What follows belongs to an exercise in optimizing a design on an open flow for small area, a short achievable clock period and few clock cycles; a production flow would make more cautious choices. At most, simulation tests tie the RTL to the original design; equivalence was not proved. No functional check of the RTL was part of runs 2 and 3. Power and IR drop assume default switching activity.

==> flow/design.v <==
package edu_pkg;
    localparam int ELEM_W      = 16;             
    localparam int SQ_W        = 2 * ELEM_W;     
    localparam int ACC_W       = 46;             
    localparam int LO_W        = SQ_W;           
    localparam int HI_W        = ACC_W - LO_W;   
    localparam int ROOT_W      = ACC_W / 2;      
    localparam int REM_W       = ROOT_W + 1;     
    localparam int TDATA_IN_W  = 2 * ELEM_W;
    localparam int TDATA_OUT_W = ((ROOT_W + 7) / 8) * 8;
endpackage
module edu_sq_tree
(
    input  logic [16:0] d,
    output logic [33:0] row_s,
    output logic [33:0] row_c
);
    logic [15:0] u;
    logic        n;
    assign u = d[15:0];
    assign n = d[16];
    logic t1, t2, t3, t4, t5, t6, t7, t8, t9, t10, t11, t12, t13, t14, t15, t16, t17, t18, t19, t20, t21, t22, t23, t24, t25, t26, t27, t28, t29, t30, t31, t32, t33, t34, t35, t36, t37, t38, t39, t40, t41, t42, t43, t44, t45, t46, t47, t48, t49, t50, t51, t52, t53, t54, t55, t56, t57, t58, t59, t60, t61, t62, t63, t64, t65, t66, t67, t68, t69, t70, t71, t72, t73, t74, t75, t76, t77, t78, t79, t80, t81, t82, t83, t84, t85, t86, t87, t88, t89, t90, t91, t92, t93, t94, t95, t96, t97, t98, t99, t100, t101, t102, t103, t104, t105, t106, t107, t108, t109, t110, t111, t112, t113, t114, t115, t116, t117, t118, t119, t120, t121, t122, t123, t124, t125, t126, t127, t128, t129, t130, t131, t132, t133, t134, t135, t136, t137, t138, t139, t140, t141, t142, t143, t144, t145, t146, t147, t148, t149, t150, t151, t152, t153, t154, t155, t156, t157, t158, t159, t160, t161, t162, t163, t164, t165, t166, t167, t168, t169, t170, t171, t172, t173, t174, t175, t176, t177, t178, t179, t180, t181, t182, t183, t184, t185, t186, t187, t188, t189, t190, t191, t192, t193, t194, t195, t196, t197, t198, t199, t200, t201, t202, t203, t204, t205, t206, t207, t208, t209, t210;
    assign t1 = (u[0] & u[11]) ^ (u[1] & u[10]);
    assign t2 = (u[0] & u[11]) & (u[1] & u[10]);
    assign t3 = (u[0] & u[12]) ^ (u[1] & u[11]);
    assign t4 = (u[0] & u[12]) & (u[1] & u[11]);
    assign t5 = (u[0] & u[13]) ^ (u[1] & u[12]) ^ (u[2] & u[11]);
    assign t6 = ((u[0] & u[13]) & (u[1] & u[12])) | ((u[0] & u[13]) & (u[2] & u[11])) | ((u[1] & u[12]) & (u[2] & u[11]));
    assign t7 = (u[3] & u[10]) ^ (u[4] & u[9]);
    assign t8 = (u[3] & u[10]) & (u[4] & u[9]);
    assign t9 = (u[0] & u[14]) ^ (u[1] & u[13]) ^ (u[2] & u[12]);
    assign t10 = ((u[0] & u[14]) & (u[1] & u[13])) | ((u[0] & u[14]) & (u[2] & u[12])) | ((u[1] & u[13]) & (u[2] & u[12]));
    assign t11 = (u[3] & u[11]) ^ (u[4] & u[10]);
    assign t12 = (u[3] & u[11]) & (u[4] & u[10]);
    assign t13 = (u[0] & u[15]) ^ (u[1] & u[14]) ^ (u[2] & u[13]);
    assign t14 = ((u[0] & u[15]) & (u[1] & u[14])) | ((u[0] & u[15]) & (u[2] & u[13])) | ((u[1] & u[14]) & (u[2] & u[13]));
    assign t15 = (u[3] & u[12]) ^ (u[4] & u[11]) ^ (u[5] & u[10]);
    assign t16 = ((u[3] & u[12]) & (u[4] & u[11])) | ((u[3] & u[12]) & (u[5] & u[10])) | ((u[4] & u[11]) & (u[5] & u[10]));
    assign t17 = (u[6] & u[9]) ^ (u[7] & u[8]);
    assign t18 = (u[6] & u[9]) & (u[7] & u[8]);
    assign t19 = (u[1] & u[15]) ^ (u[2] & u[14]) ^ (u[3] & u[13]);
    assign t20 = ((u[1] & u[15]) & (u[2] & u[14])) | ((u[1] & u[15]) & (u[3] & u[13])) | ((u[2] & u[14]) & (u[3] & u[13]));
    assign t21 = (u[4] & u[12]) ^ (u[5] & u[11]) ^ (u[6] & u[10]);
    assign t22 = ((u[4] & u[12]) & (u[5] & u[11])) | ((u[4] & u[12]) & (u[6] & u[10])) | ((u[5] & u[11]) & (u[6] & u[10]));
    assign t23 = (u[7] & u[9]) ^ ~(n & u[0]) ^ 1'b1;
    assign t24 = ((u[7] & u[9]) & ~(n & u[0])) | ((u[7] & u[9]) & 1'b1) | (~(n & u[0]) & 1'b1);
    assign t25 = (u[2] & u[15]) ^ (u[3] & u[14]) ^ (u[4] & u[13]);
    assign t26 = ((u[2] & u[15]) & (u[3] & u[14])) | ((u[2] & u[15]) & (u[4] & u[13])) | ((u[3] & u[14]) & (u[4] & u[13]));
    assign t27 = (u[5] & u[12]) ^ (u[6] & u[11]) ^ (u[7] & u[10]);
    assign t28 = ((u[5] & u[12]) & (u[6] & u[11])) | ((u[5] & u[12]) & (u[7] & u[10])) | ((u[6] & u[11]) & (u[7] & u[10]));
    assign t29 = (u[8] & u[9]) ^ u[9] ^ ~(n & u[1]);
    assign t30 = ((u[8] & u[9]) & u[9]) | ((u[8] & u[9]) & ~(n & u[1])) | (u[9] & ~(n & u[1]));
    assign t31 = (u[3] & u[15]) ^ (u[4] & u[14]) ^ (u[5] & u[13]);
    assign t32 = ((u[3] & u[15]) & (u[4] & u[14])) | ((u[3] & u[15]) & (u[5] & u[13])) | ((u[4] & u[14]) & (u[5] & u[13]));
    assign t33 = (u[6] & u[12]) ^ (u[7] & u[11]) ^ (u[8] & u[10]);
    assign t34 = ((u[6] & u[12]) & (u[7] & u[11])) | ((u[6] & u[12]) & (u[8] & u[10])) | ((u[7] & u[11]) & (u[8] & u[10]));
    assign t35 = (u[4] & u[15]) ^ (u[5] & u[14]) ^ (u[6] & u[13]);
    assign t36 = ((u[4] & u[15]) & (u[5] & u[14])) | ((u[4] & u[15]) & (u[6] & u[13])) | ((u[5] & u[14]) & (u[6] & u[13]));
    assign t37 = (u[7] & u[12]) ^ (u[8] & u[11]) ^ (u[9] & u[10]);
    assign t38 = ((u[7] & u[12]) & (u[8] & u[11])) | ((u[7] & u[12]) & (u[9] & u[10])) | ((u[8] & u[11]) & (u[9] & u[10]));
    assign t39 = (u[5] & u[15]) ^ (u[6] & u[14]) ^ (u[7] & u[13]);
    assign t40 = ((u[5] & u[15]) & (u[6] & u[14])) | ((u[5] & u[15]) & (u[7] & u[13])) | ((u[6] & u[14]) & (u[7] & u[13]));
    assign t41 = (u[6] & u[15]) ^ (u[7] & u[14]) ^ (u[8] & u[13]);
    assign t42 = ((u[6] & u[15]) & (u[7] & u[14])) | ((u[6] & u[15]) & (u[8] & u[13])) | ((u[7] & u[14]) & (u[8] & u[13]));
    assign t43 = (u[0] & u[7]) ^ (u[1] & u[6]);
    assign t44 = (u[0] & u[7]) & (u[1] & u[6]);
    assign t45 = (u[0] & u[8]) ^ (u[1] & u[7]);
    assign t46 = (u[0] & u[8]) & (u[1] & u[7]);
    assign t47 = (u[0] & u[9]) ^ (u[1] & u[8]) ^ (u[2] & u[7]);
    assign t48 = ((u[0] & u[9]) & (u[1] & u[8])) | ((u[0] & u[9]) & (u[2] & u[7])) | ((u[1] & u[8]) & (u[2] & u[7]));
    assign t49 = (u[3] & u[6]) ^ (u[4] & u[5]);
    assign t50 = (u[3] & u[6]) & (u[4] & u[5]);
    assign t51 = (u[0] & u[10]) ^ (u[1] & u[9]) ^ (u[2] & u[8]);
    assign t52 = ((u[0] & u[10]) & (u[1] & u[9])) | ((u[0] & u[10]) & (u[2] & u[8])) | ((u[1] & u[9]) & (u[2] & u[8]));
    assign t53 = (u[3] & u[7]) ^ (u[4] & u[6]);
    assign t54 = (u[3] & u[7]) & (u[4] & u[6]);
    assign t55 = (u[2] & u[9]) ^ (u[3] & u[8]) ^ (u[4] & u[7]);
    assign t56 = ((u[2] & u[9]) & (u[3] & u[8])) | ((u[2] & u[9]) & (u[4] & u[7])) | ((u[3] & u[8]) & (u[4] & u[7]));
    assign t57 = (u[5] & u[6]) ^ u[6] ^ t1;
    assign t58 = ((u[5] & u[6]) & u[6]) | ((u[5] & u[6]) & t1) | (u[6] & t1);
    assign t59 = (u[2] & u[10]) ^ (u[3] & u[9]) ^ (u[4] & u[8]);
    assign t60 = ((u[2] & u[10]) & (u[3] & u[9])) | ((u[2] & u[10]) & (u[4] & u[8])) | ((u[3] & u[9]) & (u[4] & u[8]));
    assign t61 = (u[5] & u[7]) ^ t3 ^ t2;
    assign t62 = ((u[5] & u[7]) & t3) | ((u[5] & u[7]) & t2) | (t3 & t2);
    assign t63 = (u[5] & u[8]) ^ (u[6] & u[7]) ^ u[7];
    assign t64 = ((u[5] & u[8]) & (u[6] & u[7])) | ((u[5] & u[8]) & u[7]) | ((u[6] & u[7]) & u[7]);
    assign t65 = t5 ^ t7 ^ t4;
    assign t66 = (t5 & t7) | (t5 & t4) | (t7 & t4);
    assign t67 = (u[5] & u[9]) ^ (u[6] & u[8]) ^ t9;
    assign t68 = ((u[5] & u[9]) & (u[6] & u[8])) | ((u[5] & u[9]) & t9) | ((u[6] & u[8]) & t9);
    assign t69 = t11 ^ t6 ^ t8;
    assign t70 = (t11 & t6) | (t11 & t8) | (t6 & t8);
    assign t71 = u[8] ^ t13 ^ t15;
    assign t72 = (u[8] & t13) | (u[8] & t15) | (t13 & t15);
    assign t73 = t17 ^ t10 ^ t12;
    assign t74 = (t17 & t10) | (t17 & t12) | (t10 & t12);
    assign t75 = t19 ^ t21 ^ t23;
    assign t76 = (t19 & t21) | (t19 & t23) | (t21 & t23);
    assign t77 = t14 ^ t16 ^ t18;
    assign t78 = (t14 & t16) | (t14 & t18) | (t16 & t18);
    assign t79 = t25 ^ t27 ^ t29;
    assign t80 = (t25 & t27) | (t25 & t29) | (t27 & t29);
    assign t81 = t20 ^ t22 ^ t24;
    assign t82 = (t20 & t22) | (t20 & t24) | (t22 & t24);
    assign t83 = ~(n & u[2]) ^ t31 ^ t33;
    assign t84 = (~(n & u[2]) & t31) | (~(n & u[2]) & t33) | (t31 & t33);
    assign t85 = t26 ^ t28 ^ t30;
    assign t86 = (t26 & t28) | (t26 & t30) | (t28 & t30);
    assign t87 = u[10] ^ ~(n & u[3]) ^ t35;
    assign t88 = (u[10] & ~(n & u[3])) | (u[10] & t35) | (~(n & u[3]) & t35);
    assign t89 = t37 ^ t32 ^ t34;
    assign t90 = (t37 & t32) | (t37 & t34) | (t32 & t34);
    assign t91 = (u[8] & u[12]) ^ (u[9] & u[11]) ^ ~(n & u[4]);
    assign t92 = ((u[8] & u[12]) & (u[9] & u[11])) | ((u[8] & u[12]) & ~(n & u[4])) | ((u[9] & u[11]) & ~(n & u[4]));
    assign t93 = t39 ^ t36 ^ t38;
    assign t94 = (t39 & t36) | (t39 & t38) | (t36 & t38);
    assign t95 = (u[9] & u[12]) ^ (u[10] & u[11]) ^ u[11];
    assign t96 = ((u[9] & u[12]) & (u[10] & u[11])) | ((u[9] & u[12]) & u[11]) | ((u[10] & u[11]) & u[11]);
    assign t97 = ~(n & u[5]) ^ t41 ^ t40;
    assign t98 = (~(n & u[5]) & t41) | (~(n & u[5]) & t40) | (t41 & t40);
    assign t99 = (u[7] & u[15]) ^ (u[8] & u[14]) ^ (u[9] & u[13]);
    assign t100 = ((u[7] & u[15]) & (u[8] & u[14])) | ((u[7] & u[15]) & (u[9] & u[13])) | ((u[8] & u[14]) & (u[9] & u[13]));
    assign t101 = (u[10] & u[12]) ^ ~(n & u[6]) ^ t42;
    assign t102 = ((u[10] & u[12]) & ~(n & u[6])) | ((u[10] & u[12]) & t42) | (~(n & u[6]) & t42);
    assign t103 = (u[8] & u[15]) ^ (u[9] & u[14]) ^ (u[10] & u[13]);
    assign t104 = ((u[8] & u[15]) & (u[9] & u[14])) | ((u[8] & u[15]) & (u[10] & u[13])) | ((u[9] & u[14]) & (u[10] & u[13]));
    assign t105 = (u[11] & u[12]) ^ u[12] ^ ~(n & u[7]);
    assign t106 = ((u[11] & u[12]) & u[12]) | ((u[11] & u[12]) & ~(n & u[7])) | (u[12] & ~(n & u[7]));
    assign t107 = (u[9] & u[15]) ^ (u[10] & u[14]) ^ (u[11] & u[13]);
    assign t108 = ((u[9] & u[15]) & (u[10] & u[14])) | ((u[9] & u[15]) & (u[11] & u[13])) | ((u[10] & u[14]) & (u[11] & u[13]));
    assign t109 = (u[10] & u[15]) ^ (u[11] & u[14]) ^ (u[12] & u[13]);
    assign t110 = ((u[10] & u[15]) & (u[11] & u[14])) | ((u[10] & u[15]) & (u[12] & u[13])) | ((u[11] & u[14]) & (u[12] & u[13]));
    assign t111 = (u[0] & u[5]) ^ (u[1] & u[4]);
    assign t112 = (u[0] & u[5]) & (u[1] & u[4]);
    assign t113 = (u[0] & u[6]) ^ (u[1] & u[5]);
    assign t114 = (u[0] & u[6]) & (u[1] & u[5]);
    assign t115 = (u[2] & u[5]) ^ (u[3] & u[4]) ^ u[4];
    assign t116 = ((u[2] & u[5]) & (u[3] & u[4])) | ((u[2] & u[5]) & u[4]) | ((u[3] & u[4]) & u[4]);
    assign t117 = (u[2] & u[6]) ^ (u[3] & u[5]) ^ t45;
    assign t118 = ((u[2] & u[6]) & (u[3] & u[5])) | ((u[2] & u[6]) & t45) | ((u[3] & u[5]) & t45);
    assign t119 = u[5] ^ t47 ^ t49;
    assign t120 = (u[5] & t47) | (u[5] & t49) | (t47 & t49);
    assign t121 = t51 ^ t53 ^ t48;
    assign t122 = (t51 & t53) | (t51 & t48) | (t53 & t48);
    assign t123 = t55 ^ t57 ^ t52;
    assign t124 = (t55 & t57) | (t55 & t52) | (t57 & t52);
    assign t125 = t59 ^ t61 ^ t56;
    assign t126 = (t59 & t61) | (t59 & t56) | (t61 & t56);
    assign t127 = t63 ^ t65 ^ t60;
    assign t128 = (t63 & t65) | (t63 & t60) | (t65 & t60);
    assign t129 = t67 ^ t69 ^ t64;
    assign t130 = (t67 & t69) | (t67 & t64) | (t69 & t64);
    assign t131 = t71 ^ t73 ^ t68;
    assign t132 = (t71 & t73) | (t71 & t68) | (t73 & t68);
    assign t133 = t75 ^ t77 ^ t72;
    assign t134 = (t75 & t77) | (t75 & t72) | (t77 & t72);
    assign t135 = t79 ^ t81 ^ t76;
    assign t136 = (t79 & t81) | (t79 & t76) | (t81 & t76);
    assign t137 = t83 ^ t85 ^ t80;
    assign t138 = (t83 & t85) | (t83 & t80) | (t85 & t80);
    assign t139 = t87 ^ t89 ^ t84;
    assign t140 = (t87 & t89) | (t87 & t84) | (t89 & t84);
    assign t141 = t91 ^ t93 ^ t88;
    assign t142 = (t91 & t93) | (t91 & t88) | (t93 & t88);
    assign t143 = t95 ^ t97 ^ t92;
    assign t144 = (t95 & t97) | (t95 & t92) | (t97 & t92);
    assign t145 = t99 ^ t101 ^ t96;
    assign t146 = (t99 & t101) | (t99 & t96) | (t101 & t96);
    assign t147 = t103 ^ t105 ^ t100;
    assign t148 = (t103 & t105) | (t103 & t100) | (t105 & t100);
    assign t149 = ~(n & u[8]) ^ t107 ^ t104;
    assign t150 = (~(n & u[8]) & t107) | (~(n & u[8]) & t104) | (t107 & t104);
    assign t151 = u[13] ^ ~(n & u[9]) ^ t109;
    assign t152 = (u[13] & ~(n & u[9])) | (u[13] & t109) | (~(n & u[9]) & t109);
    assign t153 = (u[11] & u[15]) ^ (u[12] & u[14]) ^ ~(n & u[10]);
    assign t154 = ((u[11] & u[15]) & (u[12] & u[14])) | ((u[11] & u[15]) & ~(n & u[10])) | ((u[12] & u[14]) & ~(n & u[10]));
    assign t155 = (u[12] & u[15]) ^ (u[13] & u[14]) ^ u[14];
    assign t156 = ((u[12] & u[15]) & (u[13] & u[14])) | ((u[12] & u[15]) & u[14]) | ((u[13] & u[14]) & u[14]);
    assign t157 = (u[0] & u[3]) ^ (u[1] & u[2]);
    assign t158 = (u[0] & u[3]) & (u[1] & u[2]);
    assign t159 = (u[0] & u[4]) ^ (u[1] & u[3]);
    assign t160 = (u[0] & u[4]) & (u[1] & u[3]);
    assign t161 = (u[2] & u[3]) ^ u[3] ^ t111;
    assign t162 = ((u[2] & u[3]) & u[3]) | ((u[2] & u[3]) & t111) | (u[3] & t111);
    assign t163 = (u[2] & u[4]) ^ t113 ^ t112;
    assign t164 = ((u[2] & u[4]) & t113) | ((u[2] & u[4]) & t112) | (t113 & t112);
    assign t165 = t43 ^ t115 ^ t114;
    assign t166 = (t43 & t115) | (t43 & t114) | (t115 & t114);
    assign t167 = t44 ^ t117 ^ t116;
    assign t168 = (t44 & t117) | (t44 & t116) | (t117 & t116);
    assign t169 = t46 ^ t119 ^ t118;
    assign t170 = (t46 & t119) | (t46 & t118) | (t119 & t118);
    assign t171 = t50 ^ t121 ^ t120;
    assign t172 = (t50 & t121) | (t50 & t120) | (t121 & t120);
    assign t173 = t54 ^ t123 ^ t122;
    assign t174 = (t54 & t123) | (t54 & t122) | (t123 & t122);
    assign t175 = t58 ^ t125 ^ t124;
    assign t176 = (t58 & t125) | (t58 & t124) | (t125 & t124);
    assign t177 = t62 ^ t127 ^ t126;
    assign t178 = (t62 & t127) | (t62 & t126) | (t127 & t126);
    assign t179 = t66 ^ t129 ^ t128;
    assign t180 = (t66 & t129) | (t66 & t128) | (t129 & t128);
    assign t181 = t70 ^ t131 ^ t130;
    assign t182 = (t70 & t131) | (t70 & t130) | (t131 & t130);
    assign t183 = t74 ^ t133 ^ t132;
    assign t184 = (t74 & t133) | (t74 & t132) | (t133 & t132);
    assign t185 = t78 ^ t135 ^ t134;
    assign t186 = (t78 & t135) | (t78 & t134) | (t135 & t134);
    assign t187 = t82 ^ t137 ^ t136;
    assign t188 = (t82 & t137) | (t82 & t136) | (t137 & t136);
    assign t189 = t86 ^ t139 ^ t138;
    assign t190 = (t86 & t139) | (t86 & t138) | (t139 & t138);
    assign t191 = t90 ^ t141 ^ t140;
    assign t192 = (t90 & t141) | (t90 & t140) | (t141 & t140);
    assign t193 = t94 ^ t143 ^ t142;
    assign t194 = (t94 & t143) | (t94 & t142) | (t143 & t142);
    assign t195 = t98 ^ t145 ^ t144;
    assign t196 = (t98 & t145) | (t98 & t144) | (t145 & t144);
    assign t197 = t102 ^ t147 ^ t146;
    assign t198 = (t102 & t147) | (t102 & t146) | (t147 & t146);
    assign t199 = t106 ^ t149 ^ t148;
    assign t200 = (t106 & t149) | (t106 & t148) | (t149 & t148);
    assign t201 = t108 ^ t151 ^ t150;
    assign t202 = (t108 & t151) | (t108 & t150) | (t151 & t150);
    assign t203 = t110 ^ t153 ^ t152;
    assign t204 = (t110 & t153) | (t110 & t152) | (t153 & t152);
    assign t205 = ~(n & u[11]) ^ t155 ^ t154;
    assign t206 = (~(n & u[11]) & t155) | (~(n & u[11]) & t154) | (t155 & t154);
    assign t207 = (u[13] & u[15]) ^ ~(n & u[12]) ^ t156;
    assign t208 = ((u[13] & u[15]) & ~(n & u[12])) | ((u[13] & u[15]) & t156) | (~(n & u[12]) & t156);
    assign t209 = (u[14] & u[15]) ^ u[15] ^ ~(n & u[13]);
    assign t210 = ((u[14] & u[15]) & u[15]) | ((u[14] & u[15]) & ~(n & u[13])) | (u[15] & ~(n & u[13]));
    assign row_s = {1'b1, ~(n & u[15]), ~(n & u[14]), t209, t207, t205, t203, t201, t199, t197, t195, t193, t191, t189, t187, t185, t183, t181, t179, t177, t175, t173, t171, t169, t167, t165, t163, t161, t159, u[2], (u[0] & u[2]), (u[0] & u[1]), 1'b0, u[0]};
    assign row_c = {1'b0, n, t210, t208, t206, t204, t202, t200, t198, t196, t194, t192, t190, t188, t186, t184, t182, t180, t178, t176, t174, t172, t170, t168, t166, t164, t162, t160, t158, t157, 1'b0, u[1], 1'b0, 1'b0};
endmodule
module edu_root_top
(
    input  logic [7:0] x,
    output logic [3:0] root,
    output logic [4:0] rem
);
    always_comb
    begin
        case (x)
            8'd0: begin root = 4'd0; rem = 5'd0; end
            8'd1: begin root = 4'd1; rem = 5'd0; end
            8'd2: begin root = 4'd1; rem = 5'd1; end
            8'd3: begin root = 4'd1; rem = 5'd2; end
            8'd4: begin root = 4'd2; rem = 5'd0; end
            8'd5: begin root = 4'd2; rem = 5'd1; end
            8'd6: begin root = 4'd2; rem = 5'd2; end
            8'd7: begin root = 4'd2; rem = 5'd3; end
            8'd8: begin root = 4'd2; rem = 5'd4; end
            8'd9: begin root = 4'd3; rem = 5'd0; end
            8'd10: begin root = 4'd3; rem = 5'd1; end
            8'd11: begin root = 4'd3; rem = 5'd2; end
            8'd12: begin root = 4'd3; rem = 5'd3; end
            8'd13: begin root = 4'd3; rem = 5'd4; end
            8'd14: begin root = 4'd3; rem = 5'd5; end
            8'd15: begin root = 4'd3; rem = 5'd6; end
            8'd16: begin root = 4'd4; rem = 5'd0; end
            8'd17: begin root = 4'd4; rem = 5'd1; end
            8'd18: begin root = 4'd4; rem = 5'd2; end
            8'd19: begin root = 4'd4; rem = 5'd3; end
            8'd20: begin root = 4'd4; rem = 5'd4; end
            8'd21: begin root = 4'd4; rem = 5'd5; end
            8'd22: begin root = 4'd4; rem = 5'd6; end
            8'd23: begin root = 4'd4; rem = 5'd7; end
            8'd24: begin root = 4'd4; rem = 5'd8; end
            8'd25: begin root = 4'd5; rem = 5'd0; end
            8'd26: begin root = 4'd5; rem = 5'd1; end
            8'd27: begin root = 4'd5; rem = 5'd2; end
            8'd28: begin root = 4'd5; rem = 5'd3; end
            8'd29: begin root = 4'd5; rem = 5'd4; end
            8'd30: begin root = 4'd5; rem = 5'd5; end
            8'd31: begin root = 4'd5; rem = 5'd6; end
            8'd32: begin root = 4'd5; rem = 5'd7; end
            8'd33: begin root = 4'd5; rem = 5'd8; end
            8'd34: begin root = 4'd5; rem = 5'd9; end
            8'd35: begin root = 4'd5; rem = 5'd10; end
            8'd36: begin root = 4'd6; rem = 5'd0; end
            8'd37: begin root = 4'd6; rem = 5'd1; end
            8'd38: begin root = 4'd6; rem = 5'd2; end
            8'd39: begin root = 4'd6; rem = 5'd3; end
            8'd40: begin root = 4'd6; rem = 5'd4; end
            8'd41: begin root = 4'd6; rem = 5'd5; end
            8'd42: begin root = 4'd6; rem = 5'd6; end
            8'd43: begin root = 4'd6; rem = 5'd7; end
            8'd44: begin root = 4'd6; rem = 5'd8; end
            8'd45: begin root = 4'd6; rem = 5'd9; end
            8'd46: begin root = 4'd6; rem = 5'd10; end
            8'd47: begin root = 4'd6; rem = 5'd11; end
            8'd48: begin root = 4'd6; rem = 5'd12; end
            8'd49: begin root = 4'd7; rem = 5'd0; end
            8'd50: begin root = 4'd7; rem = 5'd1; end
            8'd51: begin root = 4'd7; rem = 5'd2; end
            8'd52: begin root = 4'd7; rem = 5'd3; end
            8'd53: begin root = 4'd7; rem = 5'd4; end
            8'd54: begin root = 4'd7; rem = 5'd5; end
            8'd55: begin root = 4'd7; rem = 5'd6; end
            8'd56: begin root = 4'd7; rem = 5'd7; end
            8'd57: begin root = 4'd7; rem = 5'd8; end
            8'd58: begin root = 4'd7; rem = 5'd9; end
            8'd59: begin root = 4'd7; rem = 5'd10; end
            8'd60: begin root = 4'd7; rem = 5'd11; end
            8'd61: begin root = 4'd7; rem = 5'd12; end
            8'd62: begin root = 4'd7; rem = 5'd13; end
            8'd63: begin root = 4'd7; rem = 5'd14; end
            8'd64: begin root = 4'd8; rem = 5'd0; end
            8'd65: begin root = 4'd8; rem = 5'd1; end
            8'd66: begin root = 4'd8; rem = 5'd2; end
            8'd67: begin root = 4'd8; rem = 5'd3; end
            8'd68: begin root = 4'd8; rem = 5'd4; end
            8'd69: begin root = 4'd8; rem = 5'd5; end
            8'd70: begin root = 4'd8; rem = 5'd6; end
            8'd71: begin root = 4'd8; rem = 5'd7; end
            8'd72: begin root = 4'd8; rem = 5'd8; end
            8'd73: begin root = 4'd8; rem = 5'd9; end
            8'd74: begin root = 4'd8; rem = 5'd10; end
            8'd75: begin root = 4'd8; rem = 5'd11; end
            8'd76: begin root = 4'd8; rem = 5'd12; end
            8'd77: begin root = 4'd8; rem = 5'd13; end
            8'd78: begin root = 4'd8; rem = 5'd14; end
            8'd79: begin root = 4'd8; rem = 5'd15; end
            8'd80: begin root = 4'd8; rem = 5'd16; end
            8'd81: begin root = 4'd9; rem = 5'd0; end
            8'd82: begin root = 4'd9; rem = 5'd1; end
            8'd83: begin root = 4'd9; rem = 5'd2; end
            8'd84: begin root = 4'd9; rem = 5'd3; end
            8'd85: begin root = 4'd9; rem = 5'd4; end
            8'd86: begin root = 4'd9; rem = 5'd5; end
            8'd87: begin root = 4'd9; rem = 5'd6; end
            8'd88: begin root = 4'd9; rem = 5'd7; end
            8'd89: begin root = 4'd9; rem = 5'd8; end
            8'd90: begin root = 4'd9; rem = 5'd9; end
            8'd91: begin root = 4'd9; rem = 5'd10; end
            8'd92: begin root = 4'd9; rem = 5'd11; end
            8'd93: begin root = 4'd9; rem = 5'd12; end
            8'd94: begin root = 4'd9; rem = 5'd13; end
            8'd95: begin root = 4'd9; rem = 5'd14; end
            8'd96: begin root = 4'd9; rem = 5'd15; end
            8'd97: begin root = 4'd9; rem = 5'd16; end
            8'd98: begin root = 4'd9; rem = 5'd17; end
            8'd99: begin root = 4'd9; rem = 5'd18; end
            8'd100: begin root = 4'd10; rem = 5'd0; end
            8'd101: begin root = 4'd10; rem = 5'd1; end
            8'd102: begin root = 4'd10; rem = 5'd2; end
            8'd103: begin root = 4'd10; rem = 5'd3; end
            8'd104: begin root = 4'd10; rem = 5'd4; end
            8'd105: begin root = 4'd10; rem = 5'd5; end
            8'd106: begin root = 4'd10; rem = 5'd6; end
            8'd107: begin root = 4'd10; rem = 5'd7; end
            8'd108: begin root = 4'd10; rem = 5'd8; end
            8'd109: begin root = 4'd10; rem = 5'd9; end
            8'd110: begin root = 4'd10; rem = 5'd10; end
            8'd111: begin root = 4'd10; rem = 5'd11; end
            8'd112: begin root = 4'd10; rem = 5'd12; end
            8'd113: begin root = 4'd10; rem = 5'd13; end
            8'd114: begin root = 4'd10; rem = 5'd14; end
            8'd115: begin root = 4'd10; rem = 5'd15; end
            8'd116: begin root = 4'd10; rem = 5'd16; end
            8'd117: begin root = 4'd10; rem = 5'd17; end
            8'd118: begin root = 4'd10; rem = 5'd18; end
            8'd119: begin root = 4'd10; rem = 5'd19; end
            8'd120: begin root = 4'd10; rem = 5'd20; end
            8'd121: begin root = 4'd11; rem = 5'd0; end
            8'd122: begin root = 4'd11; rem = 5'd1; end
            8'd123: begin root = 4'd11; rem = 5'd2; end
            8'd124: begin root = 4'd11; rem = 5'd3; end
            8'd125: begin root = 4'd11; rem = 5'd4; end
            8'd126: begin root = 4'd11; rem = 5'd5; end
            8'd127: begin root = 4'd11; rem = 5'd6; end
            8'd128: begin root = 4'd11; rem = 5'd7; end
            8'd129: begin root = 4'd11; rem = 5'd8; end
            8'd130: begin root = 4'd11; rem = 5'd9; end
            8'd131: begin root = 4'd11; rem = 5'd10; end
            8'd132: begin root = 4'd11; rem = 5'd11; end
            8'd133: begin root = 4'd11; rem = 5'd12; end
            8'd134: begin root = 4'd11; rem = 5'd13; end
            8'd135: begin root = 4'd11; rem = 5'd14; end
            8'd136: begin root = 4'd11; rem = 5'd15; end
            8'd137: begin root = 4'd11; rem = 5'd16; end
            8'd138: begin root = 4'd11; rem = 5'd17; end
            8'd139: begin root = 4'd11; rem = 5'd18; end
            8'd140: begin root = 4'd11; rem = 5'd19; end
            8'd141: begin root = 4'd11; rem = 5'd20; end
            8'd142: begin root = 4'd11; rem = 5'd21; end
            8'd143: begin root = 4'd11; rem = 5'd22; end
            8'd144: begin root = 4'd12; rem = 5'd0; end
            8'd145: begin root = 4'd12; rem = 5'd1; end
            8'd146: begin root = 4'd12; rem = 5'd2; end
            8'd147: begin root = 4'd12; rem = 5'd3; end
            8'd148: begin root = 4'd12; rem = 5'd4; end
            8'd149: begin root = 4'd12; rem = 5'd5; end
            8'd150: begin root = 4'd12; rem = 5'd6; end
            8'd151: begin root = 4'd12; rem = 5'd7; end
            8'd152: begin root = 4'd12; rem = 5'd8; end
            8'd153: begin root = 4'd12; rem = 5'd9; end
            8'd154: begin root = 4'd12; rem = 5'd10; end
            8'd155: begin root = 4'd12; rem = 5'd11; end
            8'd156: begin root = 4'd12; rem = 5'd12; end
            8'd157: begin root = 4'd12; rem = 5'd13; end
            8'd158: begin root = 4'd12; rem = 5'd14; end
            8'd159: begin root = 4'd12; rem = 5'd15; end
            8'd160: begin root = 4'd12; rem = 5'd16; end
            8'd161: begin root = 4'd12; rem = 5'd17; end
            8'd162: begin root = 4'd12; rem = 5'd18; end
            8'd163: begin root = 4'd12; rem = 5'd19; end
            8'd164: begin root = 4'd12; rem = 5'd20; end
            8'd165: begin root = 4'd12; rem = 5'd21; end
            8'd166: begin root = 4'd12; rem = 5'd22; end
            8'd167: begin root = 4'd12; rem = 5'd23; end
            8'd168: begin root = 4'd12; rem = 5'd24; end
            8'd169: begin root = 4'd13; rem = 5'd0; end
            8'd170: begin root = 4'd13; rem = 5'd1; end
            8'd171: begin root = 4'd13; rem = 5'd2; end
            8'd172: begin root = 4'd13; rem = 5'd3; end
            8'd173: begin root = 4'd13; rem = 5'd4; end
            8'd174: begin root = 4'd13; rem = 5'd5; end
            8'd175: begin root = 4'd13; rem = 5'd6; end
            8'd176: begin root = 4'd13; rem = 5'd7; end
            8'd177: begin root = 4'd13; rem = 5'd8; end
            8'd178: begin root = 4'd13; rem = 5'd9; end
            8'd179: begin root = 4'd13; rem = 5'd10; end
            8'd180: begin root = 4'd13; rem = 5'd11; end
            8'd181: begin root = 4'd13; rem = 5'd12; end
            8'd182: begin root = 4'd13; rem = 5'd13; end
            8'd183: begin root = 4'd13; rem = 5'd14; end
            8'd184: begin root = 4'd13; rem = 5'd15; end
            8'd185: begin root = 4'd13; rem = 5'd16; end
            8'd186: begin root = 4'd13; rem = 5'd17; end
            8'd187: begin root = 4'd13; rem = 5'd18; end
            8'd188: begin root = 4'd13; rem = 5'd19; end
            8'd189: begin root = 4'd13; rem = 5'd20; end
            8'd190: begin root = 4'd13; rem = 5'd21; end
            8'd191: begin root = 4'd13; rem = 5'd22; end
            8'd192: begin root = 4'd13; rem = 5'd23; end
            8'd193: begin root = 4'd13; rem = 5'd24; end
            8'd194: begin root = 4'd13; rem = 5'd25; end
            8'd195: begin root = 4'd13; rem = 5'd26; end
            8'd196: begin root = 4'd14; rem = 5'd0; end
            8'd197: begin root = 4'd14; rem = 5'd1; end
            8'd198: begin root = 4'd14; rem = 5'd2; end
            8'd199: begin root = 4'd14; rem = 5'd3; end
            8'd200: begin root = 4'd14; rem = 5'd4; end
            8'd201: begin root = 4'd14; rem = 5'd5; end
            8'd202: begin root = 4'd14; rem = 5'd6; end
            8'd203: begin root = 4'd14; rem = 5'd7; end
            8'd204: begin root = 4'd14; rem = 5'd8; end
            8'd205: begin root = 4'd14; rem = 5'd9; end
            8'd206: begin root = 4'd14; rem = 5'd10; end
            8'd207: begin root = 4'd14; rem = 5'd11; end
            8'd208: begin root = 4'd14; rem = 5'd12; end
            8'd209: begin root = 4'd14; rem = 5'd13; end
            8'd210: begin root = 4'd14; rem = 5'd14; end
            8'd211: begin root = 4'd14; rem = 5'd15; end
            8'd212: begin root = 4'd14; rem = 5'd16; end
            8'd213: begin root = 4'd14; rem = 5'd17; end
            8'd214: begin root = 4'd14; rem = 5'd18; end
            8'd215: begin root = 4'd14; rem = 5'd19; end
            8'd216: begin root = 4'd14; rem = 5'd20; end
            8'd217: begin root = 4'd14; rem = 5'd21; end
            8'd218: begin root = 4'd14; rem = 5'd22; end
            8'd219: begin root = 4'd14; rem = 5'd23; end
            8'd220: begin root = 4'd14; rem = 5'd24; end
            8'd221: begin root = 4'd14; rem = 5'd25; end
            8'd222: begin root = 4'd14; rem = 5'd26; end
            8'd223: begin root = 4'd14; rem = 5'd27; end
            8'd224: begin root = 4'd14; rem = 5'd28; end
            8'd225: begin root = 4'd15; rem = 5'd0; end
            8'd226: begin root = 4'd15; rem = 5'd1; end
            8'd227: begin root = 4'd15; rem = 5'd2; end
            8'd228: begin root = 4'd15; rem = 5'd3; end
            8'd229: begin root = 4'd15; rem = 5'd4; end
            8'd230: begin root = 4'd15; rem = 5'd5; end
            8'd231: begin root = 4'd15; rem = 5'd6; end
            8'd232: begin root = 4'd15; rem = 5'd7; end
            8'd233: begin root = 4'd15; rem = 5'd8; end
            8'd234: begin root = 4'd15; rem = 5'd9; end
            8'd235: begin root = 4'd15; rem = 5'd10; end
            8'd236: begin root = 4'd15; rem = 5'd11; end
            8'd237: begin root = 4'd15; rem = 5'd12; end
            8'd238: begin root = 4'd15; rem = 5'd13; end
            8'd239: begin root = 4'd15; rem = 5'd14; end
            8'd240: begin root = 4'd15; rem = 5'd15; end
            8'd241: begin root = 4'd15; rem = 5'd16; end
            8'd242: begin root = 4'd15; rem = 5'd17; end
            8'd243: begin root = 4'd15; rem = 5'd18; end
            8'd244: begin root = 4'd15; rem = 5'd19; end
            8'd245: begin root = 4'd15; rem = 5'd20; end
            8'd246: begin root = 4'd15; rem = 5'd21; end
            8'd247: begin root = 4'd15; rem = 5'd22; end
            8'd248: begin root = 4'd15; rem = 5'd23; end
            8'd249: begin root = 4'd15; rem = 5'd24; end
            8'd250: begin root = 4'd15; rem = 5'd25; end
            8'd251: begin root = 4'd15; rem = 5'd26; end
            8'd252: begin root = 4'd15; rem = 5'd27; end
            8'd253: begin root = 4'd15; rem = 5'd28; end
            8'd254: begin root = 4'd15; rem = 5'd29; end
            8'd255: begin root = 4'd15; rem = 5'd30; end
            default: begin root = '0; rem = '0; end
        endcase
    end
endmodule
module euclidean_distance_unit
(
    input  logic                              clk,
    input  logic                              rst_n,
    input  logic                              s_axis_tvalid,
    output logic                              s_axis_tready,
    input  logic [edu_pkg::TDATA_IN_W-1:0]    s_axis_tdata,
    input  logic                              s_axis_tlast,
    output logic                              m_axis_tvalid,
    input  logic                              m_axis_tready,
    output logic [edu_pkg::TDATA_OUT_W-1:0]   m_axis_tdata,
    output logic                              m_axis_tuser
);
    localparam int EW    = edu_pkg::ELEM_W;
    localparam int AW    = edu_pkg::ACC_W;
    localparam int LW    = edu_pkg::LO_W;
    localparam int HW    = edu_pkg::HI_W;
    localparam int RW    = edu_pkg::ROOT_W;
    localparam int MW    = edu_pkg::REM_W;
    localparam int FB    = 4;                    
    localparam int BW    = AW - 2 * FB;          
    localparam int RADW  = BW;                   
    localparam int STEPS = RW - FB;              
    localparam int TW    = LW + 2;               
    logic              rdy_reg;
    logic              accept;
    logic [EW:0]       diff;
    logic [EW:0]       da_reg;
    logic              va_reg, lasta_reg;
    assign accept = s_axis_tvalid && rdy_reg;
    assign diff   = {s_axis_tdata[EW-1], s_axis_tdata[EW-1:0]}
                  - {s_axis_tdata[2*EW-1], s_axis_tdata[2*EW-1:EW]};
    always_ff @(posedge clk)
    begin
        da_reg    <= accept ? diff : '0;
        lasta_reg <= s_axis_tlast;
    end
    logic [TW-1:0]     row_s, row_c;
    logic [TW-1:0]     rsb_reg, rcb_reg;
    logic              vb_reg, lastb_reg;
    edu_sq_tree u_sq
    (
        .d     (da_reg),
        .row_s (row_s),
        .row_c (row_c)
    );
    always_ff @(posedge clk)
    begin
        rsb_reg   <= row_s;
        rcb_reg   <= row_c;
        lastb_reg <= lasta_reg;
    end
    logic [LW-1:0]     lo_reg;
    logic [HW-1:0]     hi_reg;
    logic              cy_reg, ovf_reg;
    logic              first_reg;    
    logic              clr_reg;      
    logic              full_reg;     
    logic [TW-1:0]     base, cs_s, cs_c, lo_sum;
    logic [HW:0]       hi_inc;
    logic              load;
    assign base   = clr_reg ? '0 : TW'(lo_reg);
    assign cs_s   = base ^ rsb_reg ^ rcb_reg;
    assign cs_c   = {(base[TW-2:0] & rsb_reg[TW-2:0])
                   | (base[TW-2:0] & rcb_reg[TW-2:0])
                   | (rsb_reg[TW-2:0] & rcb_reg[TW-2:0]), 1'b0};
    assign lo_sum = cs_s + cs_c;
    always_comb
    begin
        for (int i = 0; i < HW; i++)
            hi_inc[i] = hi_reg[i] ^ (cy_reg && ((hi_reg & HW'((1 << i) - 1)) == HW'((1 << i) - 1)));
        hi_inc[HW] = cy_reg && (&hi_reg);
    end
    always_ff @(posedge clk)
        clr_reg <= va_reg && (vb_reg ? lastb_reg : first_reg);
    always_ff @(posedge clk)
    begin
        lo_reg  <= lo_sum[LW-1:0];
        cy_reg  <= lo_sum[LW];
        hi_reg  <= clr_reg ? '0 : hi_inc[HW-1:0];
        ovf_reg <= clr_reg ? 1'b0 : (ovf_reg || hi_inc[HW]);
    end
    logic              busy_reg, valid_reg, sat_reg;
    logic [4:0]        cnt_reg;
    logic [RADW-1:0]   rad_reg;
    logic [MW:0]       rem_reg;      
    logic [RW-1:0]     root_reg;
    logic              free, finish;
    logic              bufv_reg, bsat_reg, move;
    logic [BW-1:0]     bsum_reg;
    logic [FB-1:0]     broot_reg;
    logic [FB:0]       brem_reg;
    logic [AW-1:0]     sum_c;        
    logic              sat_c;
    logic [FB-1:0]     root_t;
    logic [FB:0]       rem_t;
    assign sum_c = {hi_inc[HW-1:0], lo_reg};
    assign sat_c = ovf_reg || hi_inc[HW];
    edu_root_top u_top
    (
        .x    (sum_c[AW-1 -: 2*FB]),
        .root (root_t),
        .rem  (rem_t)
    );
    assign move = full_reg && (!bufv_reg || load);
    always_ff @(posedge clk)
    begin
        if (move)
        begin
            bsum_reg  <= sum_c[BW-1:0];
            broot_reg <= root_t | {FB{sat_c}};
            brem_reg  <= rem_t;
            bsat_reg  <= sat_c;
        end
    end
    logic [MW:0]       rem_n, step_op;
    logic [RW-1:0]     root_n;
    assign step_op = rem_reg[MW] ? {root_reg, 2'b11} : {~root_reg, 2'b11};
    assign rem_n   = {rem_reg[MW-2:0], rad_reg[RADW-1 -: 2]} + step_op;
    assign root_n  = {root_reg[RW-2:0], !rem_n[MW] || sat_reg};
    assign free   = (!busy_reg && !valid_reg) || (valid_reg && m_axis_tready);
    assign load   = bufv_reg && free;
    assign finish = busy_reg && (cnt_reg == '0);
    always_ff @(posedge clk)
    begin
        if (load)
        begin
            rad_reg  <= bsum_reg[RADW-1:0];
            rem_reg  <= (MW+1)'(brem_reg);
            root_reg <= RW'(broot_reg);
            sat_reg  <= bsat_reg;
        end
        else
        begin
            rad_reg  <= {rad_reg[RADW-3:0], 2'b00};
            rem_reg  <= rem_n;
            if (busy_reg)
                root_reg <= root_n;
        end
    end
    always_ff @(posedge clk)
        cnt_reg <= load ? 5'(STEPS - 1) : cnt_reg - 1'b1;
    logic       rdy_next;
    logic [1:0] pend_reg;    
    function automatic logic ready_next(input logic mr, input logic lt);
        logic       ld, idle;
        logic [1:0] pend;
        ld   = bufv_reg && ((!busy_reg && !valid_reg) || (valid_reg && mr));
        pend = pend_reg + 2'(lt) - 2'(ld);
        idle = !ld && !busy_reg && !(valid_reg && !mr);
        ready_next = (pend <= 2'd1) || ((pend == 2'd2) && idle);
    endfunction
    always_comb
    begin
        logic r00, r01, r10, r11;
        r00 = ready_next(1'b0, 1'b0);
        r01 = ready_next(1'b0, 1'b1);
        r10 = ready_next(1'b1, 1'b0);
        r11 = ready_next(1'b1, 1'b1);
        if (accept && s_axis_tlast)
            rdy_next = m_axis_tready ? r11 : r01;
        else
            rdy_next = m_axis_tready ? r10 : r00;
    end
    always_ff @(posedge clk or negedge rst_n)
    begin
        if (!rst_n)
        begin
            rdy_reg   <= 1'b0;
            pend_reg  <= '0;
            va_reg    <= 1'b0;
            vb_reg    <= 1'b0;
            first_reg <= 1'b1;
            full_reg  <= 1'b0;
            bufv_reg  <= 1'b0;
            busy_reg  <= 1'b0;
            valid_reg <= 1'b0;
        end
        else
        begin
            rdy_reg   <= rdy_next;
            pend_reg  <= pend_reg + 2'(accept && s_axis_tlast) - 2'(load);
            va_reg    <= accept;
            vb_reg    <= va_reg;
            if (vb_reg)
                first_reg <= lastb_reg;
            full_reg  <= (full_reg && !move) || (vb_reg && lastb_reg);
            bufv_reg  <= (bufv_reg && !load) || move;
            if (load)
                busy_reg <= 1'b1;
            else if (finish)
                busy_reg <= 1'b0;
            if (finish)
                valid_reg <= 1'b1;
            else if (m_axis_tready)
                valid_reg <= 1'b0;
        end
    end
    assign s_axis_tready = rdy_reg;
    assign m_axis_tvalid = valid_reg;
    assign m_axis_tdata  = edu_pkg::TDATA_OUT_W'(root_reg);
    assign m_axis_tuser  = sat_reg;
endmodule
==> flow/flow/run.sh <==
#!/bin/bash
# Layout: the standard flow, with the port buffers made as buf_1
# cells instead of the delay buffers buffer_ports picks by itself.
set -euo pipefail
export BUFFER_PORTS_ARGS="-buffer_cell sky130_fd_sc_hd__buf_1"
bash standard.sh > standard.log 2>&1
==> flow/standard.sh <==
#!/bin/bash
# synth_recipe.tcl (not shown) runs the flow's synth.tcl, then flattens the netlist and writes it again
# the make line also repeats each setting of config.mk as NAME=value (left out here)
make -C /OpenROAD-flow-scripts/flow DESIGN_CONFIG=/design/flow/config.mk WORK_HOME=/design/flow/orfs CLKGATE_MAP_FILE= SYNTH_SCRIPT=/design/flow/synth_recipe.tcl "${@:-finish}"
==> flow/config.mk <==
export PLATFORM = sky130hd
export DESIGN_NAME = euclidean_distance_unit
export DESIGN_NICKNAME = euclidean_distance_unit
export VERILOG_FILES = /design/flow/design.v
export SDC_FILE = /design/flow/constraint.sdc
export NUM_CORES = 4
export LEC_CHECK = 0
export CAP_MARGIN = 20
export CORE_MARGIN = 2
export CORE_UTILIZATION = 60
export PLACE_DENSITY = 0.75
export SETUP_SLACK_MARGIN = 4.6
export SLEW_MARGIN = 20
==> flow/constraint.sdc <==
create_clock -name core_clock -period 8.0 [get_ports {clk}]
set_input_delay 1.6000 -clock core_clock [delete_from_list [all_inputs] [get_ports {clk}]]
set_output_delay 1.6000 -clock core_clock [all_outputs]
set_load 0.01 [all_outputs]
==> results of run 1 <==
[timing repair]
| item | CTS | global route |
|---|---|---|
| pin swaps | 2 | 9 |
| buffers inserted | 2 | 12 |
| resized for setup | 13 | 30 |
| cloned | 0 | 1 |
| endpoints found under the setup margin | 13 | 15 |
[metal layers]
metal	global-route usage, %	vias up
met5	0	-
met4	6.70	0
met3	2.45	75
met2	41.3	386
met1	29.8	6162
li1	-	6461
[cell type report]
type | count | area share [%]
clock buffers | 46 | 4.77
multi-input cells | 1330 | 53.3
clock inverters | 10 | 0.407
repair buffers | 90 | 2.38
inverters | 249 | 4.82
well taps | 384 | 2.48
flip-flops and latches | 279 | 31.8
[power by group]
part | internal [uW] | switching [uW] | leakage (uW)
registers | 2070 | 335 | 0.00241
clock network | 801 | 550 | 0.000492
logic | 1880 | 2510 | 0.00612
total | 4750 | 3390 | 0.00902
[Yosys cell counts (4+ instances only)]
| master | n |
|---|---|
| a31oi_1 | 11 |
| o21a_1 | 23 |
| mux2i_1 | 29 |
| buf_2 | 7 |
| or3_1 | 6 |
| inv_1 | 245 |
| a21boi_0 | 4 |
| clkbuf_1 | 65 |
| nor4_1 | 7 |
| nor2b_1 | 21 |
| o21ai_0 | 57 |
| nor3b_1 | 5 |
| nand2_1 | 248 |
| edfxtp_1 | 53 |
| a21o_1 | 27 |
| buf_1 | 7 |
| nand2b_1 | 49 |
| xor2_1 | 34 |
| a21oi_1 | 85 |
| dfxtp_1 | 216 |
| o211ai_1 | 15 |
| and2_1 | 86 |
| and3_1 | 16 |
| nand3_1 | 36 |
| o221ai_1 | 4 |
| a2111oi_0 | 4 |
| fa_1 | 112 |
| dfrtp_1 | 9 |
| o21ai_1 | 4 |
| nor3_1 | 34 |
| nor2_1 | 116 |
| a211o_1 | 6 |
| o22ai_1 | 7 |
| ha_1 | 107 |
| a221o_1 | 5 |
| nand4_1 | 8 |
| xnor2_1 | 73 |
| a211oi_1 | 14 |
| o21bai_1 | 7 |
| o31ai_1 | 6 |
[metrics by stage]
stage | power (uW) | setup WS [ps]
2_1_floorplan | 5810 | 4580
3_3_place_gp | 6560 | 4330
3_5_place_dp | 6700 | 4260
4_1_cts | 8120 | 4610
5_1_grt | 8880 | 4520
6_report | 8140 | 4690
[critical path: stages, from the launching register on]
cell and delay [ps]:
dfxtp_1 320, buf_12 170, nand2b_1 180, fa_1 480
inv_1 40, ha_1 220, or3_1 410, o221a_4 260
a211oi_4 290, o21ai_2 120, nand3_2 130, a21oi_2 90
a211o_1 330, xor2_1 140
[cells by family after synthesis]
family / after synthesis
AOI/OAI and AO/OA: 321
xor gates and xnor gates: 110
adders and majority gates: 219
buffers and inverters: 332
DFF: 279
muxes: 32
other: 1
and+or+nand+nor: 647
[path summary, 6_finish.rpt]
path / end / start / slack [ps]
max: lo_reg[30] / clr_reg / 4690
min: lastb_reg / lasta_reg / 330
max reg2reg: lo_reg[30] / clr_reg / 4690
min reg2reg: lastb_reg / lasta_reg / 330
max in group asynchronous: pend_reg[1] / rst_n / 6600
min in group asynchronous: full_reg / rst_n / 1020
==> flow_summary.toml, run 1 <==
[placed_design]
dpl.hpwl_um = 25100
port_buffers = 62
place_area_sq_um = 18100
routabilityCongestion = 0.939
dp.cells = 2317

[clock_tree]
clk_path_buf_depth = 3
htree_levels = 1
cts_sinks = 279
clockRootBuffer = "clkbuf_16"
clk_latency_ps = 550
cts_tree = "done"
cts_made_buffers = 30
clk_pin_slew_ps = 60
hold_buffers = 0

[sta]
hold_ws_ps = 327
finalCritPeriodShare_pct = 41.4
fin_crit_ps = 3310
tns_ps = 0
rsz0062_at_grt = "yes"
maxSlewHeadroom_pct = 44.6
tightest_slew_ps = 830
setup_viol = 0
hold_viol = 0
max_freq_mhz = 302
fin_skew_ps = 13.8
slew_violations = 0

[detailed_routing]
routed_via_density = 5.48
ant_nets = 0
wl_met3_um = 1680
routed_wl_um = 35100
highest_layer = "met4"
wl_met2_um = 17300
wl_met1_um = 15200
drt-initial-drc-count = 719
post_drt_wl_per_cell_um = 14.7
drt-pass1-iter-count = 5
vias = 13100
drc_errors = 0

[logic_synthesis]
synthArstFlopShare_pct = 3.58
synthCells = 1941
synth_mux_area_share_pct = 1.91
yosys.area.top_type_share_pct = 24.6
synth_edf_count = 53
yosys.area_share.xor_xnor_pct = 5.60
ys_seq_elements = 279
synth_ff_type = "dfxtp_1"
syn-num-nets = 2197
synth_fa_ha_area_share_pct = 20.4
netlist_area_sq_um = 17600
synth.distinct_cells = 83
synth_area_leader_cell = "dfxtp_1"
synthTopCellsByArea = "dfxtp_1 (25%), fa_1 (13%), edfxtp_1 (9.0%)"
synth-compound-area-share_pct = 12.1
synth.avg_cell_area_sq_um = 9.07
yosysWarnings = 2
yosys.area_share.simple_pct = 17.8
ys_seq_area_share_pct = 35.0
synth_top_family_by_area = "adder cells"

[global_routing]
overflow = 0
grt_pass1_wl_um = 60100
antenna_found_initial = 0
grt_max_degree = 83
grt_usage_pct = 23.1
first_global_vias = 13100

[hold_path]
hp-class = "flip-flop to flip-flop"
hold_depth = 0

[worst_setup_path]
path_class = "flip-flop to flip-flop"
cp_data_arrival_time_ps = 3750
rr_worst_depth = 13
cp_max_fo = 47
critPathLaunchType = "flip-flop"
required_ps = 8430
endpoint_kind = "flip-flop"

[floorplan]
io_pins = 64
initial_core_util_pct = 61.1
die_h_um = 175
die_area_sq_um = 30700
rows = 62
core_area_sq_um = 28800
dieWidth_um = 175

[cells_and_area]
area_growth_pct = 10.2
fin_cells = 2388
fillers = 2254
fin_area_sq_um = 19400
n_antenna_cell = 0
ff_latch_area_sq_um = 6170
final_common_cell = "nand2_1"
mostFrequentLayoutCells = "nand2_1 (246), inv_1 (245), dfxtp_1 (211), nor2_1 (116), fa_1 (112)"
drive_gt1_share_pct = 6.59
final_util_pct = 67.4
nNetsFinal = 2236
multiInputGateArea_sq_um = 10300

[power_and_ir_drop]
powerDensity_nw_per_um2 = 420
power_leakage_uw = 0.00902
ir_drop_uv = 199

[outcome]
status = "timing/DRC/antenna clean"

[flow_run]
drv_cap = 0
Testbench counts, summed over its fixed seeds: cycles 22,995.
==> inputs of run 2 (changes only) <==
--- a/flow/design.v
+++ b/flow/design.v
@@ -646,25 +646,27 @@
         cnt_reg <= load ? 5'(STEPS - 1) : cnt_reg - 1'b1;
     logic       rdy_next;
     logic [1:0] pend_reg;    
-    function automatic logic ready_next(input logic mr, input logic lt);
-        logic       ld, idle;
+    logic [1:0] pend_next;
+    function automatic logic [2:0] ctrl_next(input logic mr, input logic lt);
+        logic       ld, idle, rdy;
         logic [1:0] pend;
         ld   = bufv_reg && ((!busy_reg && !valid_reg) || (valid_reg && mr));
         pend = pend_reg + 2'(lt) - 2'(ld);
         idle = !ld && !busy_reg && !(valid_reg && !mr);
-        ready_next = (pend <= 2'd1) || ((pend == 2'd2) && idle);
+        rdy  = (pend <= 2'd1) || ((pend == 2'd2) && idle);
+        ctrl_next = {pend, rdy};
     endfunction
     always_comb
     begin
-        logic r00, r01, r10, r11;
-        r00 = ready_next(1'b0, 1'b0);
-        r01 = ready_next(1'b0, 1'b1);
-        r10 = ready_next(1'b1, 1'b0);
-        r11 = ready_next(1'b1, 1'b1);
+        logic [2:0] c00, c01, c10, c11;
+        c00 = ctrl_next(1'b0, 1'b0);
+        c01 = ctrl_next(1'b0, 1'b1);
+        c10 = ctrl_next(1'b1, 1'b0);
+        c11 = ctrl_next(1'b1, 1'b1);
         if (accept && s_axis_tlast)
-            rdy_next = m_axis_tready ? r11 : r01;
+            {pend_next, rdy_next} = m_axis_tready ? c11 : c01;
         else
-            rdy_next = m_axis_tready ? r10 : r00;
+            {pend_next, rdy_next} = m_axis_tready ? c10 : c00;
     end
     always_ff @(posedge clk or negedge rst_n)
     begin
@@ -683,7 +685,7 @@
         else
         begin
             rdy_reg   <= rdy_next;
-            pend_reg  <= pend_reg + 2'(accept && s_axis_tlast) - 2'(load);
+            pend_reg  <= pend_next;
             va_reg    <= accept;
             vb_reg    <= va_reg;
             if (vb_reg)
==> flow/flow/run.sh (replaced) <==
#!/bin/bash
# Layout: the standard flow, with the port buffers made as buf_2
# cells instead of the delay buffers buffer_ports picks by itself.
set -euo pipefail
export BUFFER_PORTS_ARGS="-buffer_cell sky130_fd_sc_hd__buf_2"
bash standard.sh > standard.log 2>&1
--- a/flow/config.mk
+++ b/flow/config.mk
@@ -8,6 +8,8 @@
 export CAP_MARGIN = 20
 export CORE_MARGIN = 2
 export CORE_UTILIZATION = 60
+export CTS_CLUSTER_DIAMETER = 60
+export CTS_CLUSTER_SIZE = 30
 export PLACE_DENSITY = 0.75
 export SETUP_SLACK_MARGIN = 4.6
 export SLEW_MARGIN = 20
==> run 2 against run 1 <==
Compared with the run above:
- via count rose by 5.0%
- combinational power rose by 3%
- clock power grew 8%
- sequential cell count is the same
- global-route usage rose by 1.2 points
- area after synthesis rose by 1.2%
- synthesized cell count up 4.2%
- final cell count increased by 2.8%
- sequential share of layout area decreased by 0.77 points
- first-iteration DRC count grew 25%
- critical path type unchanged
- critical endpoint is now lo_reg[22]
- highest routed layer unchanged
==> flow_summary.toml, run 2 <==
[clock_tree]
cts_tree = "done"
cts_sinks = 279
cts_made_buffers = 27
clockRootBuffer = "clkbuf_16"
clk_path_buf_depth = 3
clk_latency_ps = 590
htree_levels = 1
clk_pin_slew_ps = 90

[worst_setup_path]
path_cells = "buf_12 -> nand2b_1 -> fa_1 -> inv_1 -> ha_1 -> a21oi_1 -> and3_1 -> a21boi_2 -> a21bo_1 -> a21o_1 -> a21oi_2 -> nor4bb_1 -> or3_1"
worstPathBufferInverterCount = 2
critical_path.top_delay_family = "compound AO/OA/AOI/OAI gates"
path_class = "flip-flop to flip-flop"
cp_data_arrival_time_ps = 3790
cp_max_fo = 17
cp_slowest_stage_delay_ps = 490
required_ps = 8470
slowest_stage = "fa_1"
critPathLaunchType = "flip-flop"
endpoint_kind = "flip-flop"

[sta]
tightest_slew_ps = 898
maxSlewHeadroom_pct = 39.7
hold_viol = 0
rsz0062_at_grt = "yes"
setup_viol = 0
slew_violations = 0
max_freq_mhz = 300
tns_ps = 0
post-route-worst-setup-slack_ps = 4670
fin_crit_ps = 3330
fin_skew_ps = 38.4
finalCritPeriodShare_pct = 41.6

[logic_synthesis]
synth_ff_type = "dfxtp_1"
synth.distinct_cells = 77
synth.avg_cell_area_sq_um = 8.80
synthTopCellsByArea = "dfxtp_1 (24%), fa_1 (13%), edfxtp_1 (8.9%)"
yosysWarnings = 2
netlist_area_sq_um = 17800
yosys.area.top_type_share_pct = 24.3
yosysMostFrequentCell = "nand2_1"
synthCells = 2022
ys_seq_elements = 279
synth_edf_count = 53
synth_area_leader_cell = "dfxtp_1"
synthTopCellsByCount = "nand2_1 (261), inv_1 (250), dfxtp_1 (216)"
syn-num-nets = 2276
ys_seq_area_share_pct = 34.7
synthArstFlopShare_pct = 3.58

[placed_design]
place_area_sq_um = 18400
dpl.hpwl_um = 26100
post-place-ws_ps = 4000
port_buffers = 62
routabilityCongestion = 0.952

[detailed_routing]
routed_via_density = 5.60
drt-pass1-iter-count = 6
routed_wl_um = 37700
post_drt_wl_per_cell_um = 15.4
drc_errors = 0
ant_nets = 0
vias = 13700
drt-initial-drc-count = 900

[power_and_ir_drop]
power_leakage_uw = 0.00913
ir_drop_uv = 205
powerDensity_nw_per_um2 = 421

[cells_and_area]
drive_gt1_share_pct = 10.8
area_growth_pct = 11.8
n_antenna_cell = 0
fillers = 2280
mostFrequentLayoutCells = "nand2_1 (258), inv_1 (248), dfxtp_1 (205), nor2_1 (125), fa_1 (111)"
nNetsFinal = 2298
fin_area_sq_um = 19900
final_common_cell = "nand2_1"

[global_routing]
grt_pass1_wl_um = 62900
grt_usage_pct = 24.3
overflow = 0
antenna_found_initial = 0
first_global_vias = 13500
grt_max_degree = 57

[floorplan]
die_area_sq_um = 31100
die_h_um = 176
dieWidth_um = 176
initial_core_util_pct = 60.5
core_area_sq_um = 29400
io_pins = 64
rows = 63

[flow_run]
drv_cap = 0

[outcome]
status = "timing/DRC/antenna clean"

[hold_path]
hp-class = "flip-flop to flip-flop"
==> run 2: cell types whose count changed in the layout (fill, tap and decap cells not counted), moves of 10 or more <==
cell / change
a31oi_1: +10
buf_1: -62
buf_2: +61
ha_1: -15
nand2_1: +12
o21ai_1: +26
==> run 2: layout make-up <==
| class | count | area [sq um] | share of cell area (%) |
|---|---|---|---|
| Clock buffer | 27 | 676 | 3.39 |
| Clock inverter | 23 | 390 | 1.96 |
| Inverter | 260 | 986 | 4.95 |
| Multi-Input combinational cell | 1386 | 10600 | 53.3 |
| Sequential cell | 279 | 6190 | 31.1 |
| Tap cell | 390 | 488 | 2.45 |
| Timing Repair Buffer | 90 | 572 | 2.87 |
==> run 2: worst register-to-register path, cell delays in order (launching register included) <==
cell	delay, ps
dfxtp_4	380
buf_12	160
nand2b_1	150
fa_1	490
inv_1	50
ha_1	360
a21oi_1	270
and3_1	260
a21boi_2	80
a21bo_1	220
a21o_1	200
a21oi_2	180
nor4bb_1	70
or3_1	360
==> run 2: cell families (layout without fill, tap and decap cells) <==
group | count (synthesis) | after routing | synth area share [%]
mux | 24 | 24 | 1.35
buf+inv | 357 | 400 | 7.59
xor+xnor | 111 | 111 | 5.46
compound gates | 360 | 360 | 13.0
fa+ha+maj | 219 | 219 | 20.1
flops | 279 | 279 | 34.7
other cells | 1 | 1 | 0.0211
simple gates | 671 | 671 | 17.8
==> run 2: layer usage <==
metal	track usage, %	wire (um)
met1	30.7	16000
met2	43.6	18900
met3	2.76	1890
met4	7.58	984
met5	0	0
==> run 2: power by group <==
part           internal [uW]  leakage, uW  switching (uW)
Clock                    720     0.000509             741
Combinational           1970      0.00622            2530
Sequential              2060      0.00241             347
Total                   4750      0.00913            3620
==> run 2: worst paths after layout <==
| path | from | end | slack (ps) | cells past startpoint |
|---|---|---|---|---|
| worst min-delay path | lasta_reg | lastb_reg | 330 | 0 |
| worst max register to register | clr_reg | lo_reg[22] | 4670 | 13 |
| min in group asynchronous | rst_n | busy_reg | 860 | 1 |
| worst max-delay path | clr_reg | lo_reg[22] | 4670 | 13 |
| worst min register to register | lasta_reg | lastb_reg | 330 | 0 |
| max in group asynchronous | rst_n | first_reg | 6880 | 1 |
==> run 2: repair_timing <==
action                                  in CTS  in global routing
setup buffers                                4                 12
hold buffers                                 0                  0
pin swaps                                    3                 19
gates resized for setup                     28                 56
cloned                                       0                  1
endpoints found under the setup margin      19                 18
==> run 2: through the flow <==
stage / power [uW] / util [%] / instances / hold slack [ps]
global route: 9110 / 67.7 / 2455 / 350
finish: 8370 / 67.7 / 2455 / 333
floorplan: 5760 / - / 2022 / 310
CTS: 8220 / 66.6 / 2442 / 335
global placement: 6530 / 62.4 / 2388 / 316
detailed placement: 6670 / 62.4 / 2388 / 314
==> inputs of run 3 (changes only) <==
--- a/flow/config.mk
+++ b/flow/config.mk
@@ -8,8 +8,9 @@
 export CAP_MARGIN = 20
 export CORE_MARGIN = 2
 export CORE_UTILIZATION = 60
+export CTS_BUF_LIST = sky130_fd_sc_hd__clkbuf_8
 export CTS_CLUSTER_DIAMETER = 60
-export CTS_CLUSTER_SIZE = 30
+export CTS_CLUSTER_SIZE = 20
 export PLACE_DENSITY = 0.75
 export SETUP_SLACK_MARGIN = 4.6
 export SLEW_MARGIN = 20
==> run 3 against run 2 <==
Compared with the run above:
- still clean
- critical path depth did not move
- combinational power is 2% lower
- maximum frequency increased by 1.1%
- sequential cell count stayed put
- clock power decreased by 29%
- total power decreased by 5.9%
- sequential share of layout area rose by 0.73 points
- register-to-register slack better by 40 ps
- count of clock-buffer cells in the layout stayed put
- via count shrank 0.84%
- first-iteration DRC count is 13% lower
- critical endpoint unchanged
==> flow_summary.toml, run 3 <==
[flow_run]
drv_cap = 0

[sta]
fin_skew_ps = 42.3
hold_ws_ps = 336
slew_violations = 0
finalCritPeriodShare_pct = 41.2
hold_viol = 0
setup_viol = 0
rsz0062_at_grt = "yes"
max_freq_mhz = 304
fin_crit_ps = 3290
maxSlewHeadroom_pct = 38.9
tightest_slew_ps = 910
tns_ps = 0

[worst_setup_path]
endpoint_kind = "flip-flop"
cp_data_arrival_time_ps = 3790
required_ps = 8490
path_class = "flip-flop to flip-flop"
critPathLaunchType = "flip-flop"
cp_max_fo = 17

[logic_synthesis]
yosys.area.top_type_share_pct = 24.3
synthCells = 2022
yosysMostFrequentCell = "nand2_1"
synth_ff_type = "dfxtp_1"
yosysWarnings = 2
synth.avg_cell_area_sq_um = 8.80
synthArstFlopShare_pct = 3.58
netlist_area_sq_um = 17800
synth_area_leader_cell = "dfxtp_1"
ys_seq_elements = 279
synth.distinct_cells = 77
synth_edf_count = 53
synthTopCellsByCount = "nand2_1 (261), inv_1 (250), dfxtp_1 (216)"
ys_seq_area_share_pct = 34.7
synthTopCellsByArea = "dfxtp_1 (24%), fa_1 (13%), edfxtp_1 (8.9%)"
syn-num-nets = 2276

[cells_and_area]
fin_area_sq_um = 19500
mostFrequentLayoutCells = "nand2_1 (258), inv_1 (252), dfxtp_1 (204), nor2_1 (125), fa_1 (111)"
fin_cells = 2455
nNetsFinal = 2298
area_growth_pct = 9.35
final_common_cell = "nand2_1"
drive_gt1_share_pct = 10.2
n_antenna_cell = 0
fillers = 2340

[global_routing]
grt_most_used_layer = "met2"
grt_util_met1_pct = 30.5
grt_pass1_wl_um = 62200
antenna_found_initial = 0
grt_max_degree = 57
first_global_vias = 13300
grt_usage_pct = 23.9
use_met3_pct = 2.45
grtUsageMet2_pct = 42.9
overflow = 0

[floorplan]
core_area_sq_um = 29400
initial_core_util_pct = 60.5
die_h_um = 176
dieWidth_um = 176
die_area_sq_um = 31100
io_pins = 64
rows = 63

[power_and_ir_drop]
clockPowerShare_pct = 13.2
intPower_uw = 4450
power_leakage_uw = 0.00895
p_switching_uw = 3430
ir_drop_uv = 191
powerDensity_nw_per_um2 = 405
pwr-share-comb_pct = 56.2
pwr-share-seq_pct = 30.6
power.share.switching_pct = 43.6

[detailed_routing]
routed_via_density = 5.55
drt-pass1-iter-count = 6
routed_wl_um = 36800
ant_nets = 0
vias = 13600
drt-initial-drc-count = 785
drc_errors = 0
post_drt_wl_per_cell_um = 15.0

[clock_tree]
cts_sinks = 279
clockRootBuffer = "clkbuf_8"
cts_made_buffers = 27
cts_tree = "done"
clk_latency_ps = 610
hold_buffers = 0
htree_levels = 1
clk_pin_slew_ps = 100
clk_path_buf_depth = 3

[placed_design]
routabilityCongestion = 0.952
port_buffers = 62
dpl.hpwl_um = 26100
place_area_sq_um = 18400
dp.cells = 2388

[outcome]
status = "timing/DRC/antenna clean"

[hold_path]
hp-class = "flip-flop to flip-flop"
[run 3: cell counts after synthesis]
Identical to the previous run, type by type.
[run 3: final timing paths]
path / slack, ps / cells after the start / from / end
min: 340 / 0 / lasta_reg / lastb_reg
max: 4710 / 13 / clr_reg / lo_reg[22]
max in group asynchronous: 6910 / 1 / rst_n / first_reg
min in group asynchronous: 830 / 1 / rst_n / busy_reg
min reg2reg: 340 / 0 / lasta_reg / lastb_reg
max reg2reg: 4710 / 13 / clr_reg / lo_reg[22]
[run 3: logic make-up (layout without fill, tap and decap cells)]
kind of cell	count (synthesis)	in the layout	synth area share [%]
AOI/OAI and AO/OA	360	360	13.0
other	1	1	0.0211
buffers and inverters	357	400	7.59
adders and majority gates	219	219	20.1
xor gates and xnor gates	111	111	5.46
muxes	24	24	1.35
and+or+nand+nor	671	671	17.8
DFF	279	279	34.7
[run 3: layout make-up]
cell class	instances	area, sq um	area share, %
Sequential cell	279	6190	31.8
Timing Repair Buffer	90	572	2.94
Multi-Input combinational cell	1386	10500	54.2
Clock inverter	23	314	1.61
Tap cell	390	488	2.51
Inverter	260	986	5.07
Clock buffer	27	372	1.91
[run 3: power groups by stage]
| stage | sequential (uW) | combinational, uW | clock (uW) |
|---|---|---|---|
| finish | 2410 | 4430 | 1040 |
| global route | 2470 | 5020 | 1120 |
| CTS | 2410 | 4310 | 1070 |
| floorplan | 2290 | 3470 | 0 |
| global placement | 2420 | 4110 | 0 |
| detailed placement | 2430 | 4240 | 0 |
[run 3: critical path: stages, from the launching register on]
cell,delay [ps]
dfxtp_4,390
buf_12,150
nand2b_1,150
fa_1,490
inv_1,50
ha_1,350
a21oi_1,250
o21ai_1,140
a21boi_2,180
a21bo_1,210
a21o_1,200
a21oi_2,180
nor4bb_1,80
or3_1,360
[run 3: per-layer routing]
| layer | vias to the layer above | routed length, um |
|---|---|---|
| li1 | 6684 | - |
| met1 | 6463 | 16000 |
| met2 | 409 | 18200 |
| met3 | 66 | 1770 |
| met4 | 0 | 864 |
| met5 | - | 0 |
[run 3: through the flow]
stage / worst slack (ps) / total power (uW) / utilization, %
5_1_grt: 4530 / 8610 / 66.2
3_5_place_dp: 4000 / 6670 / 62.4
2_1_floorplan: 4440 / 5760 / -
6_report: 4710 / 7880 / 66.2
3_3_place_gp: 4100 / 6530 / 62.4
4_1_cts: 4580 / 7790 / 65.3
[run 3: repair_timing]
item	CTS	global route
endpoints found under the setup margin	20	18
buffers inserted	6	10
pin swaps	5	14
resized for setup	29	43
cloned	0	1

Re-timed with assumed drivers on the ports (clkbuf_16 on the clock, buf_2 on other inputs), run 3 has 4.706 ns of setup slack against 4.706 ns with ideal ports, and 4.128 ns once port delays also move by the mid clock arrival of 0.636 ns.
